Source: an optimization exercise on an open RTL-to-GDS flow (aim: small area and a short achievable clock period). Production flows keep margins and buffers that such runs may drop. At most, simulation tests tie the RTL to the original design; equivalence was not proved. Power is estimated from default activity; no workload was simulated.

==> inputs of 07-27 <==
==> flow/design.v (excerpt) <==
module ldpc_check_node (
    input  wire logic        i_clock,
    input  wire logic        i_reset,
    input  wire logic [47:0] i_row,
    input  wire logic        i_valid,
    output      logic [47:0] o_row,
    output      logic        o_valid,
    input  wire logic [31:0] s_axil_awaddr,
    input  wire logic        s_axil_awvalid,
    output      logic        s_axil_awready,
    input  wire logic [31:0] s_axil_wdata,
    input  wire logic [3:0]  s_axil_wstrb,
    input  wire logic        s_axil_wvalid,
    output      logic        s_axil_wready,
    output      logic        s_axil_bvalid,
    output      logic [1:0]  s_axil_bresp,
    input  wire logic        s_axil_bready,
    input  wire logic [31:0] s_axil_araddr,
    input  wire logic        s_axil_arvalid,
    output      logic        s_axil_arready,
    output      logic        s_axil_rvalid,
    output      logic [31:0] s_axil_rdata,
    output      logic [1:0]  s_axil_rresp,
    input  wire logic        s_axil_rready
);
==> flow/config.mk <==
export PLATFORM = sky130hd
export DESIGN_NAME = ldpc_check_node
export DESIGN_NICKNAME = ldpc_check_node
export VERILOG_FILES = /design/flow/design.v
export SDC_FILE = /design/flow/constraint.sdc
export NUM_CORES = 4
export LEC_CHECK = 0
export ABC_AREA = 1
export CAP_MARGIN = 20
export CORE_MARGIN = 2
export CORE_UTILIZATION = 55
export CTS_BUF_LIST = sky130_fd_sc_hd__clkbuf_8
export CTS_CLUSTER_DIAMETER = 60
export CTS_CLUSTER_SIZE = 16
export SETUP_SLACK_MARGIN = 2.0
export SLEW_MARGIN = 20
==> flow/constraint.sdc <==
create_clock -name core_clock -period 4.0 [get_ports {i_clock}]
set_input_delay 0.8000 -clock core_clock [delete_from_list [all_inputs] [get_ports {i_clock}]]
set_output_delay 0.8000 -clock core_clock [all_outputs]
set_load 0.01 [all_outputs]
standard.sh (not shown) runs the stock make flow with config.mk's settings and CLKGATE_MAP_FILE= SYNTH_SCRIPT=/design/flow/synth_recipe.tcl, a recipe that flattens the netlist after the stock synthesis.
==> flow/flow/run.sh <==
#!/bin/bash
# Standard layout (the standard.sh, all of ORFS's output in standard.log) with:
#  - plain buf_1 cells on the ports instead of the clkdlybuf4s50 delay cell that
#    buffer_ports picks by default (the resizer upsizes them where timing needs it),
#  - CTS without dummy loads.
export BUFFER_PORTS_ARGS="-buffer_cell sky130_fd_sc_hd__buf_1"
export CTS_ARGS="-sink_clustering_enable -repair_clock_nets -sink_clustering_size 16 -sink_clustering_max_diameter 60 -buf_list sky130_fd_sc_hd__clkbuf_8 -dont_use_dummy_load"
bash standard.sh > standard.log 2>&1
==> 12-21 (differences from 07-27) <==
--- a/flow/design.v
+++ b/flow/design.v
@@ -41,58 +41,24 @@
         logic       rvalid;
         axil_data_t rdata;
         axil_resp_t rresp;
     } axil_rsp_t;
 endpackage
 `default_nettype wire
 `timescale 1ns/10ps
 `default_nettype none
-module ldpc_add #(
-    parameter int WIDTH = 4
-) (
-    input  wire logic [WIDTH-1:0] i_a,
-    input  wire logic [WIDTH-1:0] i_b,
-    input  wire logic             i_carry,
-    output      logic [WIDTH-1:0] o_sum,
-    output      logic             o_carry
-);
-logic [WIDTH:0] gen;
-logic [WIDTH:0] pro;
-logic [WIDTH:0] gen_n;
-logic [WIDTH:0] pro_n;
-always_comb begin
-    gen = {i_a & i_b, i_carry};
-    pro = {i_a | i_b, 1'b0};
-    for (int d = 1; d <= WIDTH; d = d * 2) begin
-        gen_n = gen;
-        pro_n = pro;
-        for (int i = d; i <= WIDTH; i++) begin
-            gen_n[i] = gen[i] | (pro[i] & gen[i-d]);
-            pro_n[i] = pro[i] & pro[i-d];
-        end
-        gen = gen_n;
-        pro = pro_n;
-    end
-end
-assign o_sum   = i_a ^ (i_b ^ gen[WIDTH-1:0]);
-assign o_carry = gen[WIDTH];
-endmodule
-`default_nettype wire
-`timescale 1ns/10ps
-`default_nettype none
 module ldpc_minsigner (
     input  wire logic        i_clock,
     input  wire logic        i_reset,
     input  wire logic [47:0] i_row,
     input  wire logic        i_valid,
     input  wire logic [8:0]  i_neg_offset,
     output      logic [47:0] o_row,
-    output      logic        o_valid,
-    output      logic        o_done_early
+    output      logic        o_valid
 );
 function automatic less8(input [7:0] a, input [7:0] b);
     less8 = 1'b0;
     for (int i = 0; i < 8; i++) begin
         less8 = (~a[i] & b[i]) | ((~a[i] | b[i]) & less8);
     end
 endfunction
 logic [7:0]  key_in [6];
@@ -130,19 +96,22 @@
         for (int k = 0; k < 6; k++) begin
             if (j == k)     beats[j][k] = 1'b1;
             else if (j > k) beats[j][k] = lt_s1[j][k];
             else            beats[j][k] = ~lt_s1[k][j];
         end
     end
     for (int j = 0; j < 6; j++) begin
         is_min[j] = &beats[j];
-    end
-    for (int j = 0; j < 6; j++) begin
-        is_sec[j] = ~is_min[j] & (&(beats[j] | is_min));
+        is_sec[j] = 1'b0;
+        for (int k = 0; k < 6; k++) begin
+            if (k != j) begin
+                is_sec[j] = is_sec[j] | (&(beats[j] | (6'b1 << k)) & ~beats[j][k]);
+            end
+        end
     end
     min1_key = '0;
     min2_key = '0;
     parity   = 1'b0;
     for (int j = 0; j < 6; j++) begin
         min1_key = min1_key | ({8{is_min[j]}} & key_s1[j]);
         min2_key = min2_key | ({8{is_sec[j]}} & key_s1[j]);
         parity   = parity ^ key_s1[j][0];
@@ -155,41 +124,29 @@
 always_ff @(posedge i_clock) begin
     key1_s2 <= min1_key;
     key2_s2 <= min2_key;
     loc_s2  <= is_min;
     for (int i = 0; i < 6; i++) begin
         sign_s2[i] <= parity ^ key_s1[i][0];
     end
 end
+logic [8:0]  dif1;
+logic [8:0]  dif2;
 logic [7:0]  cor1_s3;
 logic [7:0]  cor2_s3;
 logic [5:0]  loc_s3;
 logic [5:0]  sign_s3;
-logic [7:0]  sum1;
-logic [7:0]  sum2;
-logic        carry1;
-logic        carry2;
-ldpc_add #(.WIDTH(8)) u_add1 (
-    .i_a     ({1'b0, key1_s2[7:1]}),
-    .i_b     (i_neg_offset[7:0]),
-    .i_carry (key1_s2[0]),
-    .o_sum   (sum1),
-    .o_carry (carry1)
-);
-ldpc_add #(.WIDTH(8)) u_add2 (
-    .i_a     ({1'b0, key2_s2[7:1]}),
-    .i_b     (i_neg_offset[7:0]),
-    .i_carry (key2_s2[0]),
-    .o_sum   (sum2),
-    .o_carry (carry2)
-);
+always_comb begin
+    dif1 = {2'b0, key1_s2[7:1]} + i_neg_offset + {8'b0, key1_s2[0]};
+    dif2 = {2'b0, key2_s2[7:1]} + i_neg_offset + {8'b0, key2_s2[0]};
+end
 always_ff @(posedge i_clock) begin
-    cor1_s3 <= (i_neg_offset[8] & ~carry1) ? 8'd0 : sum1;
-    cor2_s3 <= (i_neg_offset[8] & ~carry2) ? 8'd0 : sum2;
+    cor1_s3 <= dif1[8] ? 8'd0 : dif1[7:0];
+    cor2_s3 <= dif2[8] ? 8'd0 : dif2[7:0];
     loc_s3  <= loc_s2;
     sign_s3 <= sign_s2;
 end
 logic [7:0]  neg1;
 logic [7:0]  neg2;
 logic [47:0] row_out;
 always_comb begin
     neg1 = -cor1_s3;
@@ -207,17 +164,16 @@
     if (i_reset) begin
         valid_sr <= '0;
         o_valid  <= 1'b0;
     end else begin
         valid_sr <= {valid_sr[1:0], i_valid};
         o_valid  <= valid_sr[2];
     end
 end
-assign o_done_early = valid_sr[2];
 endmodule
 `default_nettype wire
 `timescale 1ns/10ps
 `default_nettype none
 module ldpc_ctrl_regs (
     input  wire logic        i_clock,
     input  wire logic        i_reset,
     input  wire logic [31:0] i_awaddr,
@@ -239,79 +195,71 @@
     input  wire logic        i_rready,
     input  wire logic        i_row_done,
     output      logic [8:0]  o_neg_offset
 );
 logic        aw_ready;
 logic        ar_ready;
 logic        b_valid;
 logic        r_valid;
-logic        r_open;        
 logic        b_err;
 logic        r_err;
-logic        off_wr;        
 logic [31:0] r_data;
 logic [31:0] row_count;
-logic [7:0]  neg_offset;    
+logic [7:0]  neg_offset;     
 logic [7:0]  wr_neg;
-logic [7:0]  rd_off;
-logic        aw_take;
-logic        ar_take;
 assign wr_neg = -i_wdata[7:0];
-assign rd_off = -neg_offset;
-assign aw_take = ~aw_ready & ~b_valid & i_awvalid & i_wvalid;
 always_ff @(posedge i_clock) begin
     if (i_reset) begin
         aw_ready <= 1'b0;
-        off_wr   <= 1'b0;
         b_valid  <= 1'b0;
+        neg_offset <= '0;
     end else begin
-        aw_ready <= aw_take;
-        off_wr   <= aw_take && i_awaddr == 32'h0000_0000 && i_wstrb[0];
+        aw_ready <= 1'b0;
         if (aw_ready) begin
             b_valid <= 1'b1;
-        end else if (i_bready) begin
-            b_valid <= 1'b0;
+            if (i_awaddr == 32'h0000_0000 && i_wstrb[0]) begin
+                neg_offset <= wr_neg;
+            end
+        end else if (b_valid) begin
+            if (i_bready) begin
+                b_valid <= 1'b0;
+            end
+        end else if (i_awvalid && i_wvalid) begin
+            aw_ready <= 1'b1;
         end
     end
 end
 always_ff @(posedge i_clock) begin
-    if (i_reset) begin
-        neg_offset <= '0;
-    end else if (off_wr) begin
-        neg_offset <= wr_neg;
-    end
-end
-always_ff @(posedge i_clock) begin
-    if (~b_valid) begin
+    if (aw_ready) begin
         b_err <= i_awaddr != 32'h0000_0000;
     end
 end
-assign ar_take = ~ar_ready & ~r_valid & i_arvalid;
 always_ff @(posedge i_clock) begin
     if (i_reset) begin
         ar_ready <= 1'b0;
         r_valid  <= 1'b0;
-        r_open   <= 1'b1;
     end else begin
-        ar_ready <= ar_take;
+        ar_ready <= 1'b0;
         if (ar_ready) begin
             r_valid <= 1'b1;
-            r_open  <= 1'b0;
-        end else if (i_rready) begin
-            r_valid <= 1'b0;
-            r_open  <= 1'b1;
+        end else if (r_valid) begin
+            if (i_rready) begin
+                r_valid <= 1'b0;
+            end
+        end else if (i_arvalid) begin
+            ar_ready <= 1'b1;
         end
     end
 end
 always_ff @(posedge i_clock) begin
-    if (r_open) begin
+    if (ar_ready) begin
         r_err <= 1'b0;
         case (i_araddr)
-            32'h0000_0000: r_data <= {24'b0, rd_off};
+            32'h0000_0000: r_data <= {24'b0, -neg_offset};
             32'h0000_0004:   r_data <= row_count;
             default: begin
                 r_data <= '0;
                 r_err  <= 1'b1;
             end
         endcase
     end
 end
@@ -356,17 +304,16 @@
     input  wire logic        s_axil_arvalid,
     output      logic        s_axil_arready,
     output      logic        s_axil_rvalid,
     output      logic [31:0] s_axil_rdata,
     output      logic [1:0]  s_axil_rresp,
     input  wire logic        s_axil_rready
 );
 logic [8:0] neg_offset;
-logic       row_done;
 ldpc_ctrl_regs u_ctrl_regs (
     .i_clock    (i_clock),
     .i_reset    (i_reset),
     .i_awaddr   (s_axil_awaddr),
     .i_awvalid  (s_axil_awvalid),
     .o_awready  (s_axil_awready),
     .i_wdata    (s_axil_wdata),
     .i_wstrb    (s_axil_wstrb),
@@ -377,23 +324,22 @@
     .i_bready   (s_axil_bready),
     .i_araddr   (s_axil_araddr),
     .i_arvalid  (s_axil_arvalid),
     .o_arready  (s_axil_arready),
     .o_rvalid   (s_axil_rvalid),
     .o_rdata    (s_axil_rdata),
     .o_rresp    (s_axil_rresp),
     .i_rready   (s_axil_rready),
-    .i_row_done (row_done),
+    .i_row_done (o_valid),
     .o_neg_offset (neg_offset)
 );
 ldpc_minsigner u_minsigner (
     .i_clock  (i_clock),
     .i_reset  (i_reset),
     .i_row    (i_row),
     .i_valid  (i_valid),
     .i_neg_offset (neg_offset),
     .o_row    (o_row),
-    .o_valid  (o_valid),
-    .o_done_early (row_done)
+    .o_valid  (o_valid)
 );
 endmodule
 `default_nettype wire
==> flow/flow/run.sh (replaced) <==
#!/bin/bash
# Standard layout, with plain buffers on the ports instead of the delay cell
# that buffer_ports picks by default.
cp standard.sh standard_sh.txt
cp config.mk config_mk.txt
export BUFFER_PORTS_ARGS="-buffer_cell sky130_fd_sc_hd__buf_2"
bash standard.sh > standard.log 2>&1
==> flow/config.mk (replaced) <==
export PLATFORM = sky130hd
export DESIGN_NAME = ldpc_check_node
export DESIGN_NICKNAME = ldpc_check_node
export VERILOG_FILES = /design/flow/design.v
export SDC_FILE = /design/flow/constraint.sdc
export NUM_CORES = 4
export LEC_CHECK = 0
export CAP_MARGIN = 20
export CORE_MARGIN = 2
export CORE_UTILIZATION = 40
export SLEW_MARGIN = 20
==> 08-23 (differences from 07-27) <==
==> flow/flow/run.sh (replaced) <==
#!/bin/bash
# Standard layout (the standard.sh, all of ORFS's output in standard.log) with:
#  - the standard flow's synthesis script, ABC mapping with flow/abc_map.script (flow/synth.tcl),
#  - plain buf_1 cells on the ports instead of the clkdlybuf4s50 delay cell that
#    buffer_ports picks by default (the resizer upsizes them where timing needs it),
#  - CTS without dummy loads.
export FLOW_ABC_SCRIPT=$PWD/flow/abc_map.script
export FLOW_SYNTH_TCL=$PWD/synth_recipe.tcl
export BUFFER_PORTS_ARGS="-buffer_cell sky130_fd_sc_hd__buf_1"
export CTS_ARGS="-sink_clustering_enable -repair_clock_nets -sink_clustering_size 16 -sink_clustering_max_diameter 60 -buf_list sky130_fd_sc_hd__clkbuf_8 -dont_use_dummy_load"
bash standard.sh SYNTH_SCRIPT=$PWD/flow/synth.tcl finish > standard.log 2>&1
==> flow/flow/abc_map.script (new file) <==
strash
ifraig
dch -f
map
topo
stime -c
buffer -c
upsize -c
dnsize -c
==> flow/flow/synth.tcl (new file) <==
# The standard flow's synthesis script (synth_recipe.tcl, sourced unchanged) with one
# change: ABC maps the logic with abc_map.script (plain "map", which keeps
# the delay-oriented mapping of ORFS's area script without its -B 0.9 bias)
proc abc {args} {
  set i [lsearch $args -script]
  if {$i >= 0} {
    set args [lreplace $args [expr {$i + 1}] [expr {$i + 1}] $::env(FLOW_ABC_SCRIPT)]
  }
  puts "abc with $::env(FLOW_ABC_SCRIPT)"
  yosys abc {*}$args
}
source $::env(FLOW_SYNTH_TCL)
--- a/flow/config.mk
+++ b/flow/config.mk
@@ -7,10 +7,10 @@
 export LEC_CHECK = 0
 export ABC_AREA = 1
 export CAP_MARGIN = 20
 export CORE_MARGIN = 2
 export CORE_UTILIZATION = 55
 export CTS_BUF_LIST = sky130_fd_sc_hd__clkbuf_8
 export CTS_CLUSTER_DIAMETER = 60
 export CTS_CLUSTER_SIZE = 16
-export SETUP_SLACK_MARGIN = 2.0
+export SETUP_SLACK_MARGIN = 2.1
 export SLEW_MARGIN = 20
==> 09-06 (differences from 07-27) <==
--- a/flow/design.v
+++ b/flow/design.v
@@ -41,58 +41,24 @@
         logic       rvalid;
         axil_data_t rdata;
         axil_resp_t rresp;
     } axil_rsp_t;
 endpackage
 `default_nettype wire
 `timescale 1ns/10ps
 `default_nettype none
-module ldpc_add #(
-    parameter int WIDTH = 4
-) (
-    input  wire logic [WIDTH-1:0] i_a,
-    input  wire logic [WIDTH-1:0] i_b,
-    input  wire logic             i_carry,
-    output      logic [WIDTH-1:0] o_sum,
-    output      logic             o_carry
-);
-logic [WIDTH:0] gen;
-logic [WIDTH:0] pro;
-logic [WIDTH:0] gen_n;
-logic [WIDTH:0] pro_n;
-always_comb begin
-    gen = {i_a & i_b, i_carry};
-    pro = {i_a | i_b, 1'b0};
-    for (int d = 1; d <= WIDTH; d = d * 2) begin
-        gen_n = gen;
-        pro_n = pro;
-        for (int i = d; i <= WIDTH; i++) begin
-            gen_n[i] = gen[i] | (pro[i] & gen[i-d]);
-            pro_n[i] = pro[i] & pro[i-d];
-        end
-        gen = gen_n;
-        pro = pro_n;
-    end
-end
-assign o_sum   = i_a ^ (i_b ^ gen[WIDTH-1:0]);
-assign o_carry = gen[WIDTH];
-endmodule
-`default_nettype wire
-`timescale 1ns/10ps
-`default_nettype none
 module ldpc_minsigner (
     input  wire logic        i_clock,
     input  wire logic        i_reset,
     input  wire logic [47:0] i_row,
     input  wire logic        i_valid,
     input  wire logic [8:0]  i_neg_offset,
     output      logic [47:0] o_row,
-    output      logic        o_valid,
-    output      logic        o_done_early
+    output      logic        o_valid
 );
 function automatic less8(input [7:0] a, input [7:0] b);
     less8 = 1'b0;
     for (int i = 0; i < 8; i++) begin
         less8 = (~a[i] & b[i]) | ((~a[i] | b[i]) & less8);
     end
 endfunction
 logic [7:0]  key_in [6];
@@ -155,41 +121,29 @@
 always_ff @(posedge i_clock) begin
     key1_s2 <= min1_key;
     key2_s2 <= min2_key;
     loc_s2  <= is_min;
     for (int i = 0; i < 6; i++) begin
         sign_s2[i] <= parity ^ key_s1[i][0];
     end
 end
+logic [8:0]  dif1;
+logic [8:0]  dif2;
 logic [7:0]  cor1_s3;
 logic [7:0]  cor2_s3;
 logic [5:0]  loc_s3;
 logic [5:0]  sign_s3;
-logic [7:0]  sum1;
-logic [7:0]  sum2;
-logic        carry1;
-logic        carry2;
-ldpc_add #(.WIDTH(8)) u_add1 (
-    .i_a     ({1'b0, key1_s2[7:1]}),
-    .i_b     (i_neg_offset[7:0]),
-    .i_carry (key1_s2[0]),
-    .o_sum   (sum1),
-    .o_carry (carry1)
-);
-ldpc_add #(.WIDTH(8)) u_add2 (
-    .i_a     ({1'b0, key2_s2[7:1]}),
-    .i_b     (i_neg_offset[7:0]),
-    .i_carry (key2_s2[0]),
-    .o_sum   (sum2),
-    .o_carry (carry2)
-);
+always_comb begin
+    dif1 = {2'b0, key1_s2[7:1]} + i_neg_offset + {8'b0, key1_s2[0]};
+    dif2 = {2'b0, key2_s2[7:1]} + i_neg_offset + {8'b0, key2_s2[0]};
+end
 always_ff @(posedge i_clock) begin
-    cor1_s3 <= (i_neg_offset[8] & ~carry1) ? 8'd0 : sum1;
-    cor2_s3 <= (i_neg_offset[8] & ~carry2) ? 8'd0 : sum2;
+    cor1_s3 <= dif1[8] ? 8'd0 : dif1[7:0];
+    cor2_s3 <= dif2[8] ? 8'd0 : dif2[7:0];
     loc_s3  <= loc_s2;
     sign_s3 <= sign_s2;
 end
 logic [7:0]  neg1;
 logic [7:0]  neg2;
 logic [47:0] row_out;
 always_comb begin
     neg1 = -cor1_s3;
@@ -207,17 +161,16 @@
     if (i_reset) begin
         valid_sr <= '0;
         o_valid  <= 1'b0;
     end else begin
         valid_sr <= {valid_sr[1:0], i_valid};
         o_valid  <= valid_sr[2];
     end
 end
-assign o_done_early = valid_sr[2];
 endmodule
 `default_nettype wire
 `timescale 1ns/10ps
 `default_nettype none
 module ldpc_ctrl_regs (
     input  wire logic        i_clock,
     input  wire logic        i_reset,
     input  wire logic [31:0] i_awaddr,
@@ -239,79 +192,71 @@
     input  wire logic        i_rready,
     input  wire logic        i_row_done,
     output      logic [8:0]  o_neg_offset
 );
 logic        aw_ready;
 logic        ar_ready;
 logic        b_valid;
 logic        r_valid;
-logic        r_open;        
 logic        b_err;
 logic        r_err;
-logic        off_wr;        
 logic [31:0] r_data;
 logic [31:0] row_count;
-logic [7:0]  neg_offset;    
+logic [7:0]  neg_offset;     
 logic [7:0]  wr_neg;
-logic [7:0]  rd_off;
-logic        aw_take;
-logic        ar_take;
 assign wr_neg = -i_wdata[7:0];
-assign rd_off = -neg_offset;
-assign aw_take = ~aw_ready & ~b_valid & i_awvalid & i_wvalid;
 always_ff @(posedge i_clock) begin
     if (i_reset) begin
         aw_ready <= 1'b0;
-        off_wr   <= 1'b0;
         b_valid  <= 1'b0;
+        neg_offset <= '0;
     end else begin
-        aw_ready <= aw_take;
-        off_wr   <= aw_take && i_awaddr == 32'h0000_0000 && i_wstrb[0];
+        aw_ready <= 1'b0;
         if (aw_ready) begin
             b_valid <= 1'b1;
-        end else if (i_bready) begin
-            b_valid <= 1'b0;
+            if (i_awaddr == 32'h0000_0000 && i_wstrb[0]) begin
+                neg_offset <= wr_neg;
+            end
+        end else if (b_valid) begin
+            if (i_bready) begin
+                b_valid <= 1'b0;
+            end
+        end else if (i_awvalid && i_wvalid) begin
+            aw_ready <= 1'b1;
         end
     end
 end
 always_ff @(posedge i_clock) begin
-    if (i_reset) begin
-        neg_offset <= '0;
-    end else if (off_wr) begin
-        neg_offset <= wr_neg;
-    end
-end
-always_ff @(posedge i_clock) begin
-    if (~b_valid) begin
+    if (aw_ready) begin
         b_err <= i_awaddr != 32'h0000_0000;
     end
 end
-assign ar_take = ~ar_ready & ~r_valid & i_arvalid;
 always_ff @(posedge i_clock) begin
     if (i_reset) begin
         ar_ready <= 1'b0;
         r_valid  <= 1'b0;
-        r_open   <= 1'b1;
     end else begin
-        ar_ready <= ar_take;
+        ar_ready <= 1'b0;
         if (ar_ready) begin
             r_valid <= 1'b1;
-            r_open  <= 1'b0;
-        end else if (i_rready) begin
-            r_valid <= 1'b0;
-            r_open  <= 1'b1;
+        end else if (r_valid) begin
+            if (i_rready) begin
+                r_valid <= 1'b0;
+            end
+        end else if (i_arvalid) begin
+            ar_ready <= 1'b1;
         end
     end
 end
 always_ff @(posedge i_clock) begin
-    if (r_open) begin
+    if (ar_ready) begin
         r_err <= 1'b0;
         case (i_araddr)
-            32'h0000_0000: r_data <= {24'b0, rd_off};
+            32'h0000_0000: r_data <= {24'b0, -neg_offset};
             32'h0000_0004:   r_data <= row_count;
             default: begin
                 r_data <= '0;
                 r_err  <= 1'b1;
             end
         endcase
     end
 end
@@ -356,17 +301,16 @@
     input  wire logic        s_axil_arvalid,
     output      logic        s_axil_arready,
     output      logic        s_axil_rvalid,
     output      logic [31:0] s_axil_rdata,
     output      logic [1:0]  s_axil_rresp,
     input  wire logic        s_axil_rready
 );
 logic [8:0] neg_offset;
-logic       row_done;
 ldpc_ctrl_regs u_ctrl_regs (
     .i_clock    (i_clock),
     .i_reset    (i_reset),
     .i_awaddr   (s_axil_awaddr),
     .i_awvalid  (s_axil_awvalid),
     .o_awready  (s_axil_awready),
     .i_wdata    (s_axil_wdata),
     .i_wstrb    (s_axil_wstrb),
@@ -377,23 +321,22 @@
     .i_bready   (s_axil_bready),
     .i_araddr   (s_axil_araddr),
     .i_arvalid  (s_axil_arvalid),
     .o_arready  (s_axil_arready),
     .o_rvalid   (s_axil_rvalid),
     .o_rdata    (s_axil_rdata),
     .o_rresp    (s_axil_rresp),
     .i_rready   (s_axil_rready),
-    .i_row_done (row_done),
+    .i_row_done (o_valid),
     .o_neg_offset (neg_offset)
 );
 ldpc_minsigner u_minsigner (
     .i_clock  (i_clock),
     .i_reset  (i_reset),
     .i_row    (i_row),
     .i_valid  (i_valid),
     .i_neg_offset (neg_offset),
     .o_row    (o_row),
-    .o_valid  (o_valid),
-    .o_done_early (row_done)
+    .o_valid  (o_valid)
 );
 endmodule
 `default_nettype wire
--- a/flow/config.mk
+++ b/flow/config.mk
@@ -7,10 +7,10 @@
 export LEC_CHECK = 0
 export ABC_AREA = 1
 export CAP_MARGIN = 20
 export CORE_MARGIN = 2
 export CORE_UTILIZATION = 55
 export CTS_BUF_LIST = sky130_fd_sc_hd__clkbuf_8
 export CTS_CLUSTER_DIAMETER = 60
 export CTS_CLUSTER_SIZE = 16
-export SETUP_SLACK_MARGIN = 2.0
+export SETUP_SLACK_MARGIN = 2.1
 export SLEW_MARGIN = 20
==> comparison table <==
quantity                                                                07-27                     09-06                     12-21                     08-23
Met1 wire length                                                     13600 um                  14200 um                  13600 um                  13900 um
Via Count                                                               12000                     12200                      9765                     12100
Worst-path cell with the longest stage delay         sky130_fd_sc_hd__dfxtp_1  sky130_fd_sc_hd__dfxtp_4    sky130_fd_sc_hd__buf_2    sky130_fd_sc_hd__or2_2
Drt total wl                                                         33800 um                  35200 um                  29400 um                  33600 um
Synthesized area per cell                                           7.50 um^2                 7.40 um^2                 9.64 um^2                 7.60 um^2
Most frequent cell after synthesis                   sky130_fd_sc_hd__nand2_1  sky130_fd_sc_hd__nand2_1  sky130_fd_sc_hd__dfxtp_1  sky130_fd_sc_hd__nand2_1
Setup slack of the critical path after layout                         2.07 ns                   2.05 ns                   1.27 ns                   2.12 ns
Worst-Skew Late Latency                                               0.54 ns                   0.56 ns                   0.52 ns                   0.53 ns
Count of multi-input gates                                               1204                      1193                       871                      1156
Number of synthesized register bits                                       251                       249                       249                       251
Met1 usage in global routing                                            0.319                     0.340                     0.250                     0.341
Non-clock buffer instance count of the final layout                       233                       258                       223                       243
Global-route wire length before repair                               53700 um                  54400 um                  47900 um                  54100 um
Result of the run                                              finished clean            finished clean            finished clean            finished clean
DR WL/cell                                                            15.0 um                   15.7 um                   15.9 um                   15.9 um
Tightest slew margin relative to the limit                              0.458                     0.544                     0.247                     0.550
DRT Pass-1 Iters                                                            5                         5                         5                         6
Power, Total                                                          6960 uW                   7190 uW                   8170 uW                   6210 uW
Delay of the slowest cell on the worst path                           0.43 ns                   0.36 ns                   0.41 ns                   0.31 ns
The RTL of 09-06 was laid out without a check of its function.

-- what the ideal ports hide --
How much do the figures lean on ideal ports? The routed layouts below were timed once more, with nothing changed but the port constraints. Step 1 assumes that a clkbuf_16 drives the clock port and a buf_2 every other input. Step 2 also shifts input and output timing later by t, the mid clock arrival at the registers, as if the neighbouring blocks saw the same clock. Slacks: ideal / step 1 / step 2; pairs: ideal / step 1.
run	shift t [ns]	setup slack, ns	worst setup path after step 2	worst register clock-pin slew, ns	worst data-port slew with drivers (ns)
07-27	0.569	2.065 / 2.049 / 1.563	input to register	0.10 / 0.10	0.06
12-21	0.560	1.270 / 1.298 / 0.737	input to register	0.06 / 0.06	0.04
08-23	0.564	2.119 / 2.076 / 1.582	input to register	0.10 / 0.10	0.05
09-06	0.587	2.050 / 2.002 / 1.618	input to register	0.11 / 0.11	0.06
After both steps every run listed still meets setup and hold. For 08-23, which loses most, drivers alone change the setup slack by -0.043 ns; drivers and shift together by -0.537 ns.
